What follows belongs to an exercise in optimizing a design on an open flow for small area; a production flow would make more cautious choices. In this exercise RTL edits were held to simulation tests only and were not proved equivalent to the original.

==> job 3636 <==
## cnn_accel_top
module cnn_accel_top (
	input  wire                clk,
	input  wire                rstn,
	input  wire                sl_hsel_i,
	input  wire                sl_hready_i,
	input  wire         [1:0]  sl_htrans_i,
	input  wire                sl_hwrite_i,
	input  wire         [31:0] sl_haddr_i,
	input  wire         [31:0] sl_hwdata_i,
	output logic        [31:0] sl_hrdata_o,
	output cnn_pkg::pix_t      out_pixel_o,
	output logic               out_valid_o
);
export LEC_CHECK = 0
export CAP_MARGIN = 20
export CORE_MARGIN = 2
export CORE_UTILIZATION = 70
export SLEW_MARGIN = 20
create_clock -name core_clock -period 10.0 [get_ports {clk}]
standard.sh (not shown) runs the stock make flow with config.mk's settings and CLKGATE_MAP_FILE= SYNTH_SCRIPT=/design/flow/synth_recipe.tcl, a recipe that flattens the netlist after the stock synthesis.
==> flow/flow/run.sh <==
#!/bin/bash
# Own layout flow: the standard ORFS flow (the same config.mk and make targets,
# the same floorplan, power grid, tap cells, placement and routing), with these changes:
#  - synthesis (flow/synth_override.tcl) maps the image buffer's read-port gates
#    (rd_aoi222) straight to the library's a222oi cell (flow/cells_map.v), and the
#    final ABC technology mapping uses an area-oriented script (flow/abc_area.script).
#    Flip-flops are mapped by dfflibmap as in the standard synthesis, so the
#    registers (names, count, cell types) are those of the standard synthesis;
#  - the ORFS variables in flow/knobs.txt are passed to make (clock tree options,
#    port buffer cell, adder architecture).
# Each tool's output goes to a log file in this folder (make_finish.log,
# write_def.log); ORFS keeps its per-step logs under orfs/logs.
set -euo pipefail
W=$(pwd)
F=$W/flow
RES=$W/orfs/results/${FLOW_PLATFORM:-sky130hd}/cnn_accel_top/base

# the synthesis script: synth_recipe.tcl with the synth and abc commands redefined
{
  head -n 1 synth_recipe.tcl
  cat "$F/synth_override.tcl"
  tail -n +2 synth_recipe.tcl
} > "$W/own_synth.tcl"
export OWN_ABC_SCRIPT="$F/abc_area.script"
export OWN_CELLS_MAP="$F/cells_map.v"

KNOBS=()
if [[ -f "$F/knobs.txt" ]]; then
  while IFS= read -r line; do
    [[ -z "$line" || "$line" == \#* ]] && continue
    KNOBS+=("$line")
  done < "$F/knobs.txt"
fi

make -C "$FLOW_HOME" DESIGN_CONFIG="$W/config.mk" WORK_HOME="$W/orfs" CLKGATE_MAP_FILE= \
  SYNTH_SCRIPT="$W/own_synth.tcl" "${KNOBS[@]}" finish > "$W/make_finish.log" 2>&1

: # left out here: write the final layout as DEF
==> flow/flow/cells_map.v <==
// techmap file for flow/run.sh: the design's rd_aoi222 gate as the library cell
module rd_aoi222 (input wire a1, input wire a2, input wire b1, input wire b2,
                  input wire c1, input wire c2, output wire y);
  sky130_fd_sc_hd__a222oi_1 _TECHMAP_REPLACE_ (
    .A1(a1), .A2(a2), .B1(b1), .B2(b2), .C1(c1), .C2(c2), .Y(y));
endmodule
==> flow/flow/knobs.txt <==
# Extra ORFS make variables that flow/run.sh passes to make, one per line.
# Clock tree: small clock buffers in small clusters, and no dummy loads.
CTS_ARGS=-sink_clustering_enable -repair_clock_nets -dont_use_dummy_load -buf_list sky130_fd_sc_hd__clkbuf_4 -sink_clustering_size 9 -sink_clustering_max_diameter 40
# Port buffers: the smallest buffer (every port still gets one).
BUFFER_PORTS_ARGS=-buffer_cell sky130_fd_sc_hd__buf_1
# Any non-empty value drops ORFS's Kogge-Stone adder map, so Yosys's default
# (Brent-Kung) adders are used; -nofsm is already on every synth call.
SYNTH_OPERATIONS_ARGS=-nofsm
==> flow/flow/synth_override.tcl <==
# Redefinitions for the synthesis script (inserted after the first line of
# synth_recipe.tcl, so they replace its synth proc):
#  - before the first synth call, the design's rd_aoi222 gates (the image
#    buffer's read port) are mapped straight to the library's a222oi cell,
#    which ABC would otherwise rebuild from smaller gates;
#  - synth keeps the standard flow's -nofsm -noshare;
#  - the final abc call uses the area-oriented script; every other argument
#    (liberty, dont_use list, constraints, delay target) is kept.
set ::own_premapped 0
proc synth {args} {
  if { !$::own_premapped } {
    set ::own_premapped 1
    yosys techmap -map $::env(OWN_CELLS_MAP)
  }
  yosys synth -nofsm -noshare {*}$args
}
proc abc {args} {
  set i [lsearch -exact $args -script]
  if { $i >= 0 } { set args [lreplace $args $i [expr {$i + 1}]] }
  yosys abc -script $::env(OWN_ABC_SCRIPT) {*}$args
}
Other scripts of this flow, unchanged in this note and not shown: flow/flow/abc_area.script
==> job 2865 (differences from job 3636) <==
--- a/flow/design.v
+++ b/flow/design.v
@@ -228,73 +228,51 @@
 		end else if (b_idx == wm1) begin
 			sel_b_q <= 1'b0;
 		end
 	end
 	logic [15:0] sel_lo;
 	logic [15:0] sel_hi;
-	logic [cnn_pkg::PIX_BITS-1:0][15:0] grp_rd;
+	cnn_pkg::pix_t grp_rd [16];
 	always_comb begin
 		for (int k = 0; k < 16; k++) begin
 			sel_lo[k] = (addr_q[3:0] == 4'(k));
 			sel_hi[k] = (addr_q[7:4] == 4'(k));
 		end
-	end
-	for (genvar b = 0; b < cnn_pkg::PIX_BITS; b++) begin : g_rd
-		for (genvar g = 0; g < 16; g++) begin : g_grp
-			logic [15:0] d;
-			for (genvar k = 0; k < 16; k++) begin : g_w
-				assign d[k] = img_mem[16*g + k][b];
+		for (int g = 0; g < 16; g++) begin
+			grp_rd[g] = '0;
+			for (int k = 0; k < 16; k++) begin
+				grp_rd[g] = grp_rd[g] | (img_mem[16*g + k] & {8{sel_lo[k]}});
 			end
-			sel16 u_lo (.d_i(d), .s_i(sel_lo), .y_o(grp_rd[b][g]));
 		end
-		sel16 u_hi (.d_i(grp_rd[b]), .s_i(sel_hi), .y_o(a_rd[b]));
-	end
-	logic [15:0] sel_b;
-	logic [15:0] sel_w;
-	cnn_pkg::pix_t tap_b_w;
-	cnn_pkg::pix_t tap_m_w;
-	always_comb begin
-		for (int k = 0; k < 16; k++) begin
-			sel_b[k] = (b_idx == 4'(k));
-			sel_w[k] = (wm1 == 4'(k));
+		a_rd = '0;
+		for (int g = 0; g < 16; g++) begin
+			a_rd = a_rd | (grp_rd[g] & {8{sel_hi[g]}});
 		end
 	end
+	assign b_rd = img_mem[{4'd0, b_idx}];
 	always_comb begin
 		tap_b[0] = wb[2];
 		tap_b[1] = wb[1];
 		tap_b[2] = wb[0];
 		tap_m[0] = wm[2];
 		tap_m[1] = wm[1];
 		tap_m[2] = wm[0];
 		for (int d = 3; d < 16; d++) begin
 			tap_b[d] = lb[d];
 			tap_m[d] = lm[d];
 		end
 	end
-	for (genvar b = 0; b < cnn_pkg::PIX_BITS; b++) begin : g_sel
-		logic [15:0] db;
-		logic [15:0] dtb;
-		logic [15:0] dtm;
-		for (genvar k = 0; k < 16; k++) begin : g_w
-			assign db[k]  = img_mem[k][b];
-			assign dtb[k] = tap_b[k][b];
-			assign dtm[k] = tap_m[k][b];
-		end
-		sel16 u_b  (.d_i(db),  .s_i(sel_b), .y_o(b_rd[b]));
-		sel16 u_tb (.d_i(dtb), .s_i(sel_w), .y_o(tap_b_w[b]));
-		sel16 u_tm (.d_i(dtm), .s_i(sel_w), .y_o(tap_m_w[b]));
-	end
-	assign m_in = sel_b_q ? b_rd : tap_b_w;
+	assign m_in = sel_b_q ? b_rd : tap_b[wm1];
 	always_ff @(posedge clk) begin
 		wb[2] <= a_rd;
 		wb[1] <= wb[2];
 		wb[0] <= wb[1];
 		wm[2] <= m_in;
 		wm[1] <= wm[2];
 		wm[0] <= wm[1];
-		wt[2] <= tap_m_w;
+		wt[2] <= tap_m[wm1];
 		wt[1] <= wt[2];
 		wt[0] <= wt[1];
 		lb[3] <= wb[0];
 		lm[3] <= wm[0];
 		for (int d = 4; d < 16; d++) begin
 			lb[d] <= lb[d-1];
@@ -327,42 +305,12 @@
 		taps_n_o[5] = last_col                 ? '1 : wm[2];
 		taps_n_o[6] = (last_row || first_col)  ? '1 : wb[0];
 		taps_n_o[7] = last_row                 ? '1 : wb[1];
 		taps_n_o[8] = (last_row || last_col)   ? '1 : wb[2];
 	end
 endmodule
-module sel16 (
-	input  wire [15:0] d_i,
-	input  wire [15:0] s_i,
-	output logic       y_o
-);
-	logic [4:0] y;
-	for (genvar i = 0; i < 5; i++) begin : g_aoi
-		rd_aoi222 u_aoi (
-			.a1 (d_i[3*i]),
-			.a2 (s_i[3*i]),
-			.b1 (d_i[3*i + 1]),
-			.b2 (s_i[3*i + 1]),
-			.c1 (d_i[3*i + 2]),
-			.c2 (s_i[3*i + 2]),
-			.y  (y[i])
-		);
-	end
-	assign y_o = ~(&y) | (d_i[15] & s_i[15]);
-endmodule
-module rd_aoi222 (
-	input  wire  a1,
-	input  wire  a2,
-	input  wire  b1,
-	input  wire  b2,
-	input  wire  c1,
-	input  wire  c2,
-	output logic y
-);
-	assign y = ~((a1 & a2) | (b1 & b2) | (c1 & c2));
-endmodule
 `default_nettype wire
 `timescale 1ns/1ps
 `default_nettype none
 module mac_array (
 	input  wire [cnn_pkg::N_TAPS-1:0][cnn_pkg::PIX_BITS-1:0] taps_n_i,
 	input  wire [cnn_pkg::N_TAPS-1:0][cnn_pkg::W_BITS-1:0]   weights_n_i,
==> flow/flow/run.sh (replaced) <==
#!/bin/bash
# Own layout flow: the standard ORFS flow (same config, same make targets), with
# two changes:
#  - the final ABC technology mapping in synthesis uses an area-oriented script
#    (flow/abc_area.script). Flip-flops are mapped by dfflibmap before ABC runs, so the
#    registers (names, count, cell types) are those of the standard synthesis.
#  - extra ORFS variables from flow/knobs.mk, if present, are passed to make.
# Each tool's output goes to a log file in this folder; ORFS keeps its per-step logs
# under orfs/logs.
set -euo pipefail
W=$(pwd)
F=$W/flow
RES=$W/orfs/results/${FLOW_PLATFORM:-sky130hd}/cnn_accel_top/base

# the synthesis script: synth_recipe.tcl with the abc command redirected
{
  head -n 1 synth_recipe.tcl
  cat "$F/abc_override.tcl"
  tail -n +2 synth_recipe.tcl
} > "$W/own_synth.tcl"
export OWN_ABC_SCRIPT="$F/abc_area.script"

KNOBS=()
if [[ -f "$F/knobs.txt" ]]; then
  while IFS= read -r line; do
    [[ -z "$line" || "$line" == \#* ]] && continue
    KNOBS+=("$line")
  done < "$F/knobs.txt"
fi

make -C "$FLOW_HOME" DESIGN_CONFIG="$W/config.mk" WORK_HOME="$W/orfs" CLKGATE_MAP_FILE= \
  SYNTH_SCRIPT="$W/own_synth.tcl" "${KNOBS[@]}" finish > "$W/make_finish.log" 2>&1

: # left out here: write the final layout as DEF
==> flow/flow/abc_override.tcl (new file) <==
# Route the final abc call to the area-oriented script; every other argument
# (liberty, dont_use list, constraints, delay target) is kept.
proc abc {args} {
  set i [lsearch -exact $args -script]
  if { $i >= 0 } { set args [lreplace $args $i [expr {$i + 1}]] }
  yosys abc -script $::env(OWN_ABC_SCRIPT) {*}$args
}
==> flow/flow/knobs.txt (replaced) <==
CTS_ARGS=-sink_clustering_enable -repair_clock_nets -dont_use_dummy_load -buf_list sky130_fd_sc_hd__clkbuf_4 -sink_clustering_size 9 -sink_clustering_max_diameter 40
BUFFER_PORTS_ARGS=-buffer_cell sky130_fd_sc_hd__buf_1
CTS_BUF_LIST = sky130_fd_sc_hd__clkbuf_8   (was default)
removed: flow/flow/cells_map.v
removed: flow/flow/synth_override.tcl
==> summary of the runs <==
Against job 3636, the critical path depth of job 2865 is lower by 4. Against job 2865, the global-route usage of job 3636 is lower by 0.63 points. Die area: job 3636 is smaller than job 2865 (1.3%). Of job 2865 and job 3636, job 2865 has the higher synthesized area (gap 1.4%, measured against job 3636). In job 2865 the clock skew is higher than in job 3636, by 8.4 ps. In job 2865 the design area is larger than in job 3636, by about 1.2%. Final cell count: job 3636 is lower than job 2865 (about 3%). In count of clock-buffer cells in the layout, job 2865 and job 3636 do not differ. Of job 2865 and job 3636, job 2865 has the higher via count (gap about 1.4%, measured against job 3636).
==> figures <==
| metric | job 2865 | job 3636 |
|---|---|---|
| Adder-cell share of the synthesized area | 11.6% | 12.0% |
| Die area | 150000 um2 | 148000 um2 |
| Multi-input gate area in the final layout | 31600 um2 | 30000 um2 |
| Hpwl dp | 195 mm | 186 mm |
| Met1 layer usage reported by global route | 55.5% | 54.7% |
| Post-Layout Inst Area | 110000 um2 | 108000 um2 |
| Hold path startpoint | u_win.wm[0][4] | u_win.lb[11][6] |
| Post-synth net total | 7100 | 6837 |
| Floorplan Core Area | 146000 um2 | 144000 um2 |
| CP Max Fanout | 24 | 18 |
| Total number of placement rows | 140 | 139 |
| Syn_area_per_cell | 16.1 um2 | 16.6 um2 |
| Portion of the layout cell area used by non-clock buffers | 1.12% | 1.19% |
| Critical Path Source | u_win.first_col | u_win.last_col |
| Met2 demand-to-capacity share in global routing | 59.2% | 59.2% |
| Worst reg2reg path depth | 20 | 24 |
| Global-route wire length before repair | 434 mm | 418 mm |
| WHS Endpoint | u_win.lm[3][4] | u_win.lb[12][6] |
| Outcome | complete, no violations | complete, no violations |
| Met2 wire length | 134 mm | 132 mm |

==> port drivers added, routing unchanged <==
In the flow no input, the clock included, has a driving cell. The finished layouts below were timed again as built, in two steps. Step 1: set_driving_cell puts a clkbuf_16 on clk and a buf_2 on each other input, an assumption about the parent block. Step 2 moves the port delays by t, midway between the first and last clock arrival at a register: inputs arrive t later, outputs are due t later. That takes back most of the time a late clock gives input paths. a / b / c = no drivers / after step 1 / after step 2; a / b = the first two.
run | t (ns) | slack for setup (ns) | hold slack, ns | cell pins on the clock port's net
job 3636 | 1.333 | 1.156 / 1.156 / 1.156 | 0.270 / 0.270 / 0.270 | 1
job 2865 | 1.386 | 0.996 / 0.996 / 0.996 | 0.324 / 0.324 / 0.324 | 1
After both steps setup and hold are still met in every run listed.
